Background: an optimization exercise with open tools, aiming at small area and a short achievable clock period. Do not read the settings as production practice.
RTL that was checked went through simulation tests only; none was proved equivalent to the original.
Power figures rest on the tool's default switching activity, not on a simulated workload.

Design denise_top, start of the top module:
module denise_top (
  input  wire         clk,
  input  wire         rst_n,
  input  wire  [8:0]  paddr,
  input  wire         psel,
  input  wire         penable,
  input  wire         pwrite,
  input  wire  [15:0] pwdata,
  output logic [15:0] prdata,
  output logic        pready,
  output logic        pslverr,
  output logic [11:0] rgb,
  output logic        pix_valid
);
clock: 7.0 ns
lec_check: 0
cap_margin: 20
core_margin: 2
core_utilization: 40
cts_buf_list: sky130_fd_sc_hd__clkbuf_16
cts_cluster_diameter: 100
cts_cluster_size: 20
setup_slack_margin: 4.3
slew_margin: 20
synth_hierarchical: 1
run.sh (not shown) runs the stock make flow with config.mk's settings and CLKGATE_MAP_FILE= SYNTH_SCRIPT=/design/flow/synth_recipe.tcl, a recipe that flattens the netlist after the stock synthesis.
==> next run, changes <==
Settings changed: CTS_CLUSTER_SIZE 20 to 25.
Effect: Cell area goes up by 0.87%. Clock skew hardly moves. Worst hold slack gets better by 3.4 ps. Via count hardly moves. Power decreases by 3.6%. Flip-flop and latch count is unchanged. Final cell count hardly moves.
Function was not checked in any run of this note: the RTL went through the layout flow alone.

* * *

== lane 1 ==
The RTL this note starts from:
==> flow/design.v <==
`default_nettype none
package denise_pkg;
  localparam int ADDR_W      = 9;
  localparam int DATA_W      = 16;
  localparam int RGB_W       = 12;
  localparam int COMP_W      = 4;
  localparam int NUM_PLANES  = 6;
  localparam int PLANE_SEL_W = 3;
  localparam int CLUT_DEPTH  = 32;
  localparam int CLUT_IDX_W  = 5;
  localparam int PIX_IDX_W   = 6;
  localparam int LINE_PIXELS = 16;
  localparam int PIX_CNT_W   = 4;
  localparam logic [ADDR_W-1:0] BPLCON0_ADDR = 9'h100;
  localparam logic [ADDR_W-1:0] BPLCON2_ADDR = 9'h104;
  localparam logic [ADDR_W-1:0] BPLDAT_BASE  = 9'h110;
  localparam logic [ADDR_W-1:0] COLOR_BASE   = 9'h180;
  localparam int BPU_W      = 3;
  localparam int BPU_LSB    = 12;
  localparam int DBLPF_BIT  = 10;
  localparam int PF2PRI_BIT = 6;
  typedef enum logic [2:0] {
    OP_NONE    = 3'd0,
    OP_BPLCON0 = 3'd1,
    OP_BPLCON2 = 3'd2,
    OP_BPLDAT  = 3'd3,
    OP_COLOR   = 3'd4,
    OP_BAD     = 3'd5
  } reg_op_e;
  typedef struct packed {
    logic [BPU_W-1:0] bpu;
    logic             dblpf;
    logic             pf2pri;
  } bplcon_t;
endpackage
`default_nettype wire
`timescale 1ns/10ps
`default_nettype none
module denise_top (
  input  wire         clk,
  input  wire         rst_n,
  input  wire  [8:0]  paddr,
  input  wire         psel,
  input  wire         penable,
  input  wire         pwrite,
  input  wire  [15:0] pwdata,
  output logic [15:0] prdata,
  output logic        pready,
  output logic        pslverr,
  output logic [11:0] rgb,
  output logic        pix_valid
);
  logic        is_con0, is_con2, is_bpl, is_col;
  logic [2:0]  bsel;
  logic        wsetup;
  logic [7:0]  chi;
  logic [3:0]  clo;
  logic [31:0] cdec;
  assign is_con0 = paddr == 9'h100;
  assign is_con2 = paddr == 9'h104;
  assign bsel    = paddr[3:1];
  assign is_bpl  = paddr[8:4] == 5'h11 && !paddr[0] && bsel < 3'd6;
  assign is_col  = paddr[8:6] == 3'b110 && !paddr[0];
  assign wsetup  = psel && !penable && pwrite;
  always_comb begin
    for (int j = 0; j < 8; j++) chi[j] = paddr[5:3] == 3'(j);
    for (int k = 0; k < 4; k++) clo[k] = paddr[2:1] == 2'(k);
    for (int i = 0; i < 32; i++) cdec[i] = chi[i/4] && clo[i%4];
  end
  logic [7:0] wcol_hi_q;
  logic [3:0] wcol_lo_q;
  logic [5:0] wbpl_q;
  logic       wcon0_q;
  logic       wcon2_q;
  always_ff @(posedge clk) begin
    for (int j = 0; j < 8; j++) wcol_hi_q[j] <= wsetup && is_col && chi[j];
    wcol_lo_q <= clo;
    for (int p = 0; p < 6; p++) wbpl_q[p] <= wsetup && is_bpl && bsel == 3'(p);
    wcon0_q <= wsetup && is_con0;
    wcon2_q <= wsetup && is_con2;
  end
  logic [2:0] bpu_q,    bpu_d;
  logic       dblpf_q,  dblpf_d;
  logic       pf2pri_q, pf2pri_d;
  always_comb begin
    bpu_d    = bpu_q;
    dblpf_d  = dblpf_q;
    pf2pri_d = pf2pri_q;
    if (wcon0_q) begin
      bpu_d   = pwdata[14:12];
      dblpf_d = pwdata[10];
    end
    if (wcon2_q) pf2pri_d = pwdata[6];
    if (!rst_n) begin
      bpu_d    = '0;
      dblpf_d  = 1'b0;
      pf2pri_d = 1'b0;
    end
  end
  always_ff @(posedge clk) begin
    bpu_q    <= bpu_d;
    dblpf_q  <= dblpf_d;
    pf2pri_q <= pf2pri_d;
  end
  logic [11:0]  clut [32];
  logic [383:0] clut_flat;
  always_ff @(posedge clk) begin
    for (int i = 0; i < 32; i++) begin
      if (wcol_hi_q[i/4] && wcol_lo_q[i%4]) clut[i] <= pwdata[11:0];
    end
  end
  always_comb begin
    for (int i = 0; i < 32; i++) clut_flat[i*12 +: 12] = clut[i];
  end
  logic [11:0] rd_col;
  logic [14:0] rd_word;
  logic [14:0] prdata_q;
  logic        pslverr_q;
  logic        pready_q;
  denise_clut_rd rd_port (.tab(clut_flat), .sel(cdec), .q(rd_col));
  always_comb begin
    rd_word = {3'b000, rd_col & {12{is_col}}};
    if (is_con0) begin
      rd_word[14:12] = bpu_q;
      rd_word[10]    = rd_word[10] | dblpf_q;
    end
    if (is_con2) rd_word[6] = rd_word[6] | pf2pri_q;
  end
  always_ff @(posedge clk) begin
    pready_q  <= psel;
    pslverr_q <= !(is_con0 || is_con2 || is_col || (is_bpl && pwrite));
    prdata_q  <= rd_word;
  end
  assign pready  = pready_q;
  assign pslverr = pslverr_q;
  assign prdata  = {1'b0, prdata_q};
  logic [15:0] bpl_dat [1:5];
  logic [15:0] shift_q [6];
  logic [15:0] shift_d [6];
  logic [15:0] src     [6];
  logic        load;
  logic [3:0]  cnt_q;
  logic        active_q;
  assign load = wbpl_q[0];
  always_ff @(posedge clk) begin
    for (int p = 1; p < 6; p++) begin
      if (wbpl_q[p]) bpl_dat[p] <= pwdata;
    end
  end
  always_comb begin
    src[0] = pwdata;
    for (int p = 1; p < 6; p++) src[p] = bpl_dat[p];
    for (int p = 0; p < 6; p++) begin
      if (load) shift_d[p] = src[p] & {16{3'(p) < bpu_q}};
      else      shift_d[p] = {shift_q[p][14:0], 1'b0};
    end
  end
  always_ff @(posedge clk) begin
    for (int p = 0; p < 6; p++) shift_q[p] <= shift_d[p];
  end
  always_ff @(posedge clk) begin
    if (!rst_n) begin
      active_q <= 1'b0;
      cnt_q    <= '0;
    end else if (load) begin
      active_q <= 1'b1;
      cnt_q    <= '0;
    end else if (active_q) begin
      cnt_q <= cnt_q + 1'b1;
      if (cnt_q == 4'd15) active_q <= 1'b0;
    end
  end
  logic [5:0]  b;
  logic [2:0]  pf1, pf2;
  logic [4:0]  idx_d, idx_q;
  logic        ehb_d, ehb_q;
  always_comb begin
    for (int p = 0; p < 6; p++) b[p] = shift_d[p][15];
    pf1 = {b[4], b[2], b[0]};
    pf2 = {b[5], b[3], b[1]};
    ehb_d = 1'b0;
    if (!dblpf_d) begin
      idx_d = b[4:0];
      ehb_d = b[5] && bpu_d == 3'd6;
    end else if (pf2 != 3'd0 && (pf1 == 3'd0 || pf2pri_d)) begin
      idx_d = {2'b01, pf2};
    end else begin
      idx_d = {2'b00, pf1};
    end
  end
  always_ff @(posedge clk) begin
    idx_q <= idx_d;
    ehb_q <= ehb_d;
  end
  logic [31:0] pdec;
  logic [11:0] look;
  logic [11:0] pix;
  logic [11:0] rgb_q;
  logic        pv_q;
  always_comb begin
    for (int i = 0; i < 32; i++) pdec[i] = idx_q == 5'(i);
  end
  denise_clut_rd pix_port (.tab(clut_flat), .sel(pdec), .q(look));
  always_comb begin
    if (ehb_q) pix = {1'b0, look[11:9], 1'b0, look[7:5], 1'b0, look[3:1]};
    else       pix = look;
  end
  always_ff @(posedge clk) begin
    if (!rst_n || !active_q) begin
      rgb_q <= '0;
    end else begin
      rgb_q <= pix;
    end
    pv_q <= rst_n && active_q;
  end
  assign rgb       = rgb_q;
  assign pix_valid = pv_q;
endmodule
module denise_clut_rd (
  input  wire  [383:0] tab,
  input  wire  [31:0]  sel,
  output logic [11:0]  q
);
  logic [11:0] g [4];
  logic [11:0] n01, n23;
  for (genvar k = 0; k < 4; k++) begin : grp
    for (genvar c = 0; c < 12; c++) begin : bit_
      denise_or8 u_or8 (
        .d ({tab[(8*k+7)*12+c], tab[(8*k+6)*12+c], tab[(8*k+5)*12+c], tab[(8*k+4)*12+c],
             tab[(8*k+3)*12+c], tab[(8*k+2)*12+c], tab[(8*k+1)*12+c], tab[(8*k+0)*12+c]}),
        .s (sel[8*k +: 8]),
        .y (g[k][c])
      );
    end
  end
  for (genvar c = 0; c < 12; c++) begin : join_
    denise_nor2  u_n01 (.a(g[0][c]), .b(g[1][c]), .y(n01[c]));
    denise_nor2  u_n23 (.a(g[2][c]), .b(g[3][c]), .y(n23[c]));
    denise_nand2 u_q   (.a(n01[c]), .b(n23[c]), .y(q[c]));
  end
endmodule
module denise_or8 (
  input  wire  [7:0] d,
  input  wire  [7:0] s,
  output logic       y
);
  assign y = |(d & s);
endmodule
module denise_nor2 (
  input  wire  a,
  input  wire  b,
  output logic y
);
  assign y = !(a || b);
endmodule
module denise_nand2 (
  input  wire  a,
  input  wire  b,
  output logic y
);
  assign y = !(a && b);
endmodule
`default_nettype wire
Settings: LEC_CHECK=0, CAP_MARGIN=20, CORE_MARGIN=2, CORE_UTILIZATION=40, CTS_BUF_LIST=sky130_fd_sc_hd__clkbuf_16, CTS_CLUSTER_DIAMETER=100, CTS_CLUSTER_SIZE=20, SETUP_SLACK_MARGIN=4.5, SLEW_MARGIN=20, SYNTH_HIERARCHICAL=1; clock period 7.0 ns.
Lane 1 finished end to end and its layout was clean on timing, DRC and antenna.
--- input diff lane 1..lane 2 ---
Settings: a change of SETUP_SLACK_MARGIN from 4.5 to 4.4.
==> comparison <==
Lane 2 finished all stages; the layout is clean.
Per the comparison of lane 2 with lane 1, post-route core utilization -0.93 points, amount of wire on met2 after detailed routing now smaller, met3 global-route usage has decreased, wire length lower, total chip power comparable.

separate check: timing with driven ports:
The results above use ideal ports. As a check the final layouts listed here were re-extracted and re-timed, cells and wires unchanged.
Step 1 (the two cells are an assumption about what drives the block):
set clk [get_ports {clk}]
set_driving_cell -lib_cell sky130_fd_sc_hd__clkbuf_16 $clk
set_driving_cell -lib_cell sky130_fd_sc_hd__buf_2 [delete_from_list [all_inputs] $clk]
Step 2 times the ports against the registers' clock, not the clock port: input delays grow and output delays shrink by t, the midpoint of the rising clock arrivals with the driver on.
a / b / c = no drivers / after step 1 / after step 2; a / b = the first two.
run	t, ns	setup slack, ns	worst setup path after step 2
the first run of note 1	0.627	4.110 / 4.141 / 3.513	input to register
the second run of note 1	0.675	4.165 / 4.190 / 3.515	input to register
lane 1	0.633	4.440 / 4.428 / 3.801	input to register
lane 2	0.619	4.325 / 4.325 / 3.778	input to register
After both steps every run listed still meets setup and hold. The setup slack of the second run of note 1, which loses most, moves by +0.025 ns with the drivers and by -0.650 ns with both steps.
